This is an optimization exercise on Yosys and OpenROAD, whose aim is small area, a short achievable clock period and few clock cycles per item, not a production implementation. The RTL was checked by simulation tests, not by an equivalence proof against the original design. No activity file was given, so power comes from the tool's default toggle rates.

$ cat design/flow/run.sh
#!/bin/bash
# synth_recipe.tcl (not shown) runs the flow's synth.tcl, then flattens the netlist and writes it again
# the make line also repeats each setting of config.mk as NAME=value (left out here)
make -C /OpenROAD-flow-scripts/flow DESIGN_CONFIG=/design/flow/config.mk WORK_HOME=/design/flow/orfs CLKGATE_MAP_FILE= SYNTH_SCRIPT=/design/flow/synth_recipe.tcl finish
$ cat design/flow/constraint.sdc
create_clock -name core_clock -period 8.0 [get_ports {aclk}]
set_input_delay 1.6000 -clock core_clock [delete_from_list [all_inputs] [get_ports {aclk}]]
set_output_delay 1.6000 -clock core_clock [all_outputs]
set_load 0.01 [all_outputs]
$ cat design/flow/config.mk
export PLATFORM = sky130hd
export DESIGN_NAME = axi_slave_mem
export DESIGN_NICKNAME = axi_slave_mem
export VERILOG_FILES = /design/flow/design.v
export SDC_FILE = /design/flow/constraint.sdc
export NUM_CORES = 4
export LEC_CHECK = 0
export CAP_MARGIN = 20
export CORE_MARGIN = 2
export CORE_UTILIZATION = 25
export PLACE_DENSITY = 0.35
export SLEW_MARGIN = 20
export SYNTH_MEMORY_MAX_BITS = 16384
$ cat design/flow/design.v
module axi_slave_mem #(
    parameter int ADDR_WIDTH = 32,
    parameter int DATA_WIDTH = 32,
    parameter int MEM_DEPTH  = 64
) (
    input  logic                    aclk,
    input  logic                    arst,
    input  logic [3:0]              awid,
    input  logic [ADDR_WIDTH-1:0]   awaddr,
    input  logic [3:0]              awlen,
    input  logic [2:0]              awsize,
    input  logic [1:0]              awburst,
    input  logic [1:0]              awlock,
    input  logic [1:0]              awcache,
    input  logic [1:0]              awprot,
    input  logic                    awvalid,
    output logic                    awready,
    input  logic [3:0]              wid,
    input  logic [DATA_WIDTH-1:0]   wdata,
    input  logic [DATA_WIDTH/8-1:0] wstrb,
    input  logic                    wlast,
    input  logic                    wvalid,
    output logic                    wready,
    output logic [3:0]              bid,
    output logic [1:0]              bresp,
    output logic                    bvalid,
    input  logic                    bready,
    input  logic [3:0]              arid,
    input  logic [ADDR_WIDTH-1:0]   araddr,
    input  logic [3:0]              arlen,
    input  logic [2:0]              arsize,
    input  logic [1:0]              arburst,
    input  logic [1:0]              arlock,
    input  logic [1:0]              arcache,
    input  logic [1:0]              arprot,
    input  logic                    arvalid,
    output logic                    arready,
    output logic [3:0]              rid,
    output logic [DATA_WIDTH-1:0]   rdata,
    output logic [1:0]              rresp,
    output logic                    rlast,
    output logic                    rvalid,
    input  logic                    rready
);
    localparam int BYTES = DATA_WIDTH / 8;
    localparam int LSB   = $clog2(BYTES);
    localparam int IDX_W = (MEM_DEPTH > 1) ? $clog2(MEM_DEPTH) : 1;
    localparam int AW1   = ADDR_WIDTH + 1;
    localparam logic [AW1-1:0] LIMIT = AW1'(MEM_DEPTH * BYTES);
    typedef logic [ADDR_WIDTH-1:0] addr_t;
    function automatic addr_t next_addr(
        input addr_t      a,
        input logic [2:0] size,
        input logic [3:0] len,
        input logic [1:0] burst
    );
        addr_t inc;
        addr_t mask;
        inc  = ADDR_WIDTH'(1) << size;
        mask = (ADDR_WIDTH'({1'b0, len} + 5'd1) << size) - ADDR_WIDTH'(1);
        case (burst)
            2'b01:   next_addr = a + inc;
            2'b10:   next_addr = (a & ~mask) | ((a + inc) & mask);
            default: next_addr = a;
        endcase
    endfunction
    function automatic logic cfg_err(
        input logic [2:0] size,
        input logic [3:0] len,
        input logic [1:0] burst
    );
        logic bad_wrap;
        bad_wrap = (burst == 2'b10) &&
                   !(len == 4'd1 || len == 4'd3 ||
                     len == 4'd7 || len == 4'd15);
        cfg_err = (burst == 2'b11) || (int'(size) > LSB) || bad_wrap;
    endfunction
    function automatic logic oor(input addr_t a);
        oor = {1'b0, a} >= LIMIT;
    endfunction
    logic [DATA_WIDTH-1:0] mem [MEM_DEPTH];
    logic up;
    always_ff @(posedge aclk or negedge arst) begin
        if (!arst) up <= 1'b0;
        else       up <= 1'b1;
    end
    logic unused_ok;
    assign unused_ok = ^{awlock, awcache, awprot,
                         arlock, arcache, arprot};
    typedef enum logic [1:0] {W_IDLE, W_DATA, W_RESP} w_state_t;
    w_state_t w_state, w_next;
    logic [3:0]  w_id, w_len, w_cnt;
    addr_t       w_addr;
    logic [2:0]  w_size;
    logic [1:0]  w_burst;
    logic        w_err;
    logic [3:0]  b_id;
    logic [1:0]  b_resp;
    logic        aw_hs, w_hs, w_final, w_beat_err;
    logic [IDX_W-1:0] w_idx;
    assign aw_hs   = awvalid && awready;
    assign w_hs    = wvalid && wready;
    assign w_final = (w_cnt == w_len);
    assign w_idx   = w_addr[LSB +: IDX_W];
    assign w_beat_err = (wlast != w_final) ||
                        (wid != w_id) || oor(w_addr);
    always_ff @(posedge aclk or negedge arst) begin
        if (!arst) w_state <= W_IDLE;
        else       w_state <= w_next;
    end
    always_comb begin
        w_next      = w_state;
        awready = 1'b0;
        wready  = 1'b0;
        bvalid  = 1'b0;
        case (w_state)
            W_IDLE: begin
                awready = up;
                if (up && awvalid) w_next = W_DATA;
            end
            W_DATA: begin
                wready = 1'b1;
                if (wvalid && w_final) w_next = W_RESP;
            end
            W_RESP: begin
                bvalid = 1'b1;
                if (bready) w_next = W_IDLE;
            end
            default: w_next = W_IDLE;
        endcase
    end
    always_ff @(posedge aclk or negedge arst) begin
        if (!arst) begin
            w_id    <= '0;
            w_addr  <= '0;
            w_len   <= '0;
            w_size  <= '0;
            w_burst <= '0;
            w_cnt   <= '0;
            w_err   <= 1'b0;
            b_id    <= '0;
            b_resp  <= '0;
        end else if (aw_hs) begin
            w_id    <= awid;
            w_addr  <= awaddr;
            w_len   <= awlen;
            w_size  <= awsize;
            w_burst <= awburst;
            w_cnt   <= '0;
            w_err   <= cfg_err(awsize, awlen, awburst);
        end else if (w_hs) begin
            w_addr <= next_addr(w_addr, w_size, w_len, w_burst);
            w_cnt  <= w_cnt + 4'd1;
            w_err  <= w_err | w_beat_err;
            if (w_final) begin
                b_id   <= w_id;
                b_resp <= (w_err || w_beat_err) ? 2'b10 : 2'b00;
            end
        end
    end
    assign bid   = b_id;
    assign bresp = b_resp;
    always_ff @(posedge aclk or negedge arst) begin
        if (!arst) begin
            for (int i = 0; i < MEM_DEPTH; i++) mem[i] <= '0;
        end else if (w_hs && !oor(w_addr)) begin
            for (int b = 0; b < BYTES; b++)
                if (wstrb[b])
                    mem[w_idx][b*8 +: 8] <= wdata[b*8 +: 8];
        end
    end
    typedef enum logic {R_IDLE, R_DATA} r_state_t;
    r_state_t r_state, r_next;
    logic [3:0]  r_id, r_len, r_cnt;
    addr_t       r_addr;
    logic [2:0]  r_size;
    logic [1:0]  r_burst;
    logic        r_cfg_err;
    logic        ar_hs, r_hs, r_final, r_act;
    logic [IDX_W-1:0] r_idx;
    assign ar_hs   = arvalid && arready;
    assign r_hs    = rvalid && rready;
    assign r_final = (r_cnt == r_len);
    assign r_act   = (r_state == R_DATA);
    assign r_idx   = r_addr[LSB +: IDX_W];
    always_ff @(posedge aclk or negedge arst) begin
        if (!arst) r_state <= R_IDLE;
        else       r_state <= r_next;
    end
    always_comb begin
        r_next      = r_state;
        arready = 1'b0;
        rvalid  = 1'b0;
        case (r_state)
            R_IDLE: begin
                arready = up;
                if (up && arvalid) r_next = R_DATA;
            end
            R_DATA: begin
                rvalid = 1'b1;
                if (rready && r_final) r_next = R_IDLE;
            end
            default: r_next = R_IDLE;
        endcase
    end
    always_ff @(posedge aclk or negedge arst) begin
        if (!arst) begin
            r_id      <= '0;
            r_addr    <= '0;
            r_len     <= '0;
            r_size    <= '0;
            r_burst   <= '0;
            r_cnt     <= '0;
            r_cfg_err <= 1'b0;
        end else if (ar_hs) begin
            r_id      <= arid;
            r_addr    <= araddr;
            r_len     <= arlen;
            r_size    <= arsize;
            r_burst   <= arburst;
            r_cnt     <= '0;
            r_cfg_err <= cfg_err(arsize, arlen, arburst);
        end else if (r_hs) begin
            r_addr <= next_addr(r_addr, r_size, r_len, r_burst);
            r_cnt  <= r_cnt + 4'd1;
        end
    end
    assign rid   = r_id;
    assign rlast = r_act && r_final;
    assign rresp = (r_act && (r_cfg_err || oor(r_addr))) ?
                       2'b10 : 2'b00;
    assign rdata = (r_act && !oor(r_addr)) ? mem[r_idx] : '0;
endmodule
==> summary.txt <==
-- sequential cells by signal (all words and copies together), names as in the netlist, 3 cells and up, named ones only --
register	count
b_id	4
w_size	3
r_len	4
w_id	4
r_cnt	4
r_size	3
w_len	4
mem	2048
r_id	4
w_cnt	4
-- routing by layer --
metal  vias up  routed length [µm]  global-route usage, %
met5         -                  41                      0
met4         6               17130                  7.728
met3       628               25550                  3.660
met2      2379              229900                  40.07
met1     38590              226300                  34.78
li1      28200                   -                      -
-- worst max path at each step --
stage                end  slack (ns)  cells after the start     start
5_1_grt        rdata[31]        0.48                     10  register
4_1_cts        rdata[31]        0.52                     10  register
6_report       rdata[31]        0.60                     10  register
3_5_place_dp   rdata[31]        1.54                     10  register
2_1_floorplan  rdata[14]        4.03                     10  register
3_3_place_gp   rdata[31]        1.52                     10  register
-- logic make-up after synthesis --
kind of cell    Yosys count
other cells               2
fa+ha+maj                26
compound gates         1339
mux                    2067
flops                  2157
simple gates           1156
xor+xnor                 69
buf+inv                 552
-- cell usage in the layout (no fill, tap or decap), types with 78 or more instances in the layout --
cell type / n
nand2_1: 318
nor2_1: 108
a221oi_1: 262
nor2_4: 78
nor2_2: 113
dfrtp_1: 2157
buf_4: 235
nand4_1: 205
clkdlybuf4s50_1: 152
clkbuf_16: 275
a22oi_1: 478
nor3_1: 85
mux2_2: 2057
a22o_1: 260
a21oi_1: 128
-- worst max-delay path, cell delays in order, from the launching register on --
cell and delay [ns]:
dfrtp_1 0.52, or2_2 0.67, nor2_4 1.02, buf_4 0.55, buf_4 0.27, a221oi_1 0.11
nand4_1 0.17, nor3_1 0.06, buf_4 0.17, a21oi_1 0.56, clkdlybuf4s50_1 0.67
-- power by group through the flow --
stage          registers [mW]  logic (mW)  clock network, mW
6_report                 11.7        4.56               12.2
5_1_grt                  11.7        4.86               12.9
4_1_cts                  11.7        4.55               12.5
3_5_place_dp             11.9        4.53                  0
3_3_place_gp             11.9        4.51                  0
2_1_floorplan            11.6        2.41                  0
-- stage by stage --
step | utilization, % | std cells | power (mW) | area (µm²) | hold WS [ns]
floorplan | - | 7369 | 14.01 | 96650 | 0.4509
global placement | 27.45 | 12360 | 16.39 | 105700 | 0.4731
detailed placement | 27.56 | 12380 | 16.42 | 106100 | 0.4761
CTS | 29.78 | 12840 | 28.71 | 114700 | 0.4851
global route | 29.79 | 12840 | 29.52 | 114700 | 0.5097
finish | 29.80 | 12850 | 28.43 | 114800 | 0.4775
-- cell type report --
| cell class | instances | area [µm²] |
|---|---|---|
| diodes | 14 | 35.03 |
| flip-flops and latches | 2157 | 53980 |
| clock inverters | 48 | 559.3 |
| fillers | 38900 | 270400 |
| clock buffers | 410 | 7979 |
| repair buffers | 473 | 4612 |
| well taps | 5060 | 6331 |
| inverters | 28 | 105.1 |
| multi-input cells | 4660 | 41150 |
==> summary.md <==
| Metric | Value |
|---|---|
| Prevailing post-synth register cell | dfrtp_1 |
| Main combinational cell family by area after synthesis | multiplexers |
| Clock latency on the worst-skew pair | 0.93 ns |
| Syn_area_per_cell | 13.12 µm² |
| Compound-Gate Fraction of Synth Area | 10.66% |
| Internal | 19.48 mW |
| GRT overflow | 0 |
| CTS max path bufs | 4 |
| Gpl congestion | 0.8297 |
| LEAKAGE | 52.98 nW |
| Net Switching | 8.944 mW |
| Reg2reg end | mem[48][22] |
| Worst IR drop on VDD | 0.1504 mV |
| Post-CTS Setup Inserts | 0 |
| Cell taking the most area after synthesis | dfrtp_1 |
| Vias per Instance | 5.433 |
| Total CTS buffers | 268 |
| DP HPWL | 317.2 mm |
| Input/output buffers | 185 |
| Final setup fails | 0 |
| Hold path start | r_id[3] |
| Largest net degree at the start of global routing | 162 |
| Clk root buf | clkbuf_16 |
| Adder-cell share of the synthesized area | 0.3521% |
| Seq pwr share | 41.1% |
| Reg2Reg Setup Slack | 3.23 ns |
| Sw frac | 31.46% |
| Fin crit period | 7.403 ns |
| Layout cells sized above 1 | 38.68% |
| DR vias | 69810 |
| Worst Tran Pin Value | 1.324 ns |
| FMAX | 135.1 MHz |
| Area delta synth->final | 18.74% |
| Hold endpoint | r_id[3] |
| Asr flop ratio synth | 100.0% |
| H-tree depth | 5 |
| Most common cell in the netlist | dfrtp_1 |
| Type of the most critical hold path | register to register |
| Starting density of the core | 25.09% |
| Number of global-route vias before repair | 70390 |
| Rel. slew slack | 11.72% |
| Outcome | finished clean |
| Clock transition at the registers of the reported paths | 0.06 ns |
| CTS Hold Buffers Added | 0 |
| Critical path class | register to output pin |
| Placement Setup Slack | 1.537 ns |
| PnR worst setup slack | 0.5972 ns |
| Setup TNS | 0 ns |
| Top cells by area, synth | dfrtp_1 56%, mux2_2 24%, a22oi_1 3.7%, a221oi_1 2.4%, a22o_1 2.4% |
| Distinct cells, synth | 94 |
| Clk pwr share | 42.8% |
| 1st-iter DRT viols | 6667 |
| Die footprint | 0.3916 mm² |
| IO Pins | 200 |
| Reg2reg path depth | 6 |
| Final hold vios | 0 |
| Die Wd | 625.8 µm |
| Setup crit start kind | register |
| Core area | 0.3851 mm² |
| Multiplexer area fraction after synthesis | 24.07% |
| CP max FO | 17 |
| Xor/xnor share of the synthesized area | 0.6447% |
| Share of the synthesized area in the top cell type | 55.85% |
| Synth Warn # | 2 |
| Combinational share of power | 16.0% |
| Die Y | 625.8 µm |
| Global-route wire length before repair | 664.1 mm |
| Seq/Total Area, Yosys | 55.85% |
| GRT Util Overall | 25.04% |
| Per-cell routed wire length | 38.82 µm |
| # resized after CTS | 0 |
| Sink Count | 2157 |
| Most frequent cells after synthesis | 2157 x dfrtp_1, 2057 x mux2_2, 478 x a22oi_1 |
| Crit path DAT | 5.80 ns |
| #FFs+latches synth | 2157 |
| Synth Area in Simple Gates | 6.148% |
| Worst Skew | 0.05112 ns |
| DRT antenna net count | 0 |
| # DRC | 0 |
| Initial antenna violation count | 53 |
| Cells on Worst Hold Path | 2 |
| Worst path required time | 6.40 ns |
| CTS tree | yes |
| Period utilization | 92.53% |
| Power Density | 247.7 mW/mm² |
| EDFF count, synth | 0 |
| Routed wire length | 498.9 mm |
| Synth Instances | 7368 |
| Maxcap violations | 0 |
| Std cell rows | 228 |
| Cell Area, Synth | 0.09664 mm² |
| Crit end category | output pin |
| Pre-antenna DRT Iters | 7 |
| RSZ-0062 raised after global routing | false |
| Slew Viols, Final | 0 |
| Final layout net count | 7764 |
Testbench counts, summed over its fixed seeds: cycles 24,550, beats 28,664.

## separate check: timing with driven ports
The flow's constraints put no driver on any port. The routed layout listed below was extracted and timed again, unchanged, in two steps.
Step 1 assumes that a clkbuf_16 drives the clock port and a buf_2 every other input.
Step 2 times the ports against the registers' clock, not the clock port: input delays grow and output delays shrink by t, the midpoint of the rising clock arrivals with the driver on.
Three values: ideal ports, drivers, drivers and shift; two values: the first two.
shift t [ns]: 1.004
slack for setup (ns): 0.597 / 0.494 / 1.498
hold slack, ns: 0.478 / 0.478 / 0.478
worst setup path after step 2: register to output
worst slew at a driven data input, ns: 0.09
After both steps setup and hold are still met in this run. For this run, drivers alone change the setup slack by -0.103 ns; drivers and shift together by +0.901 ns.
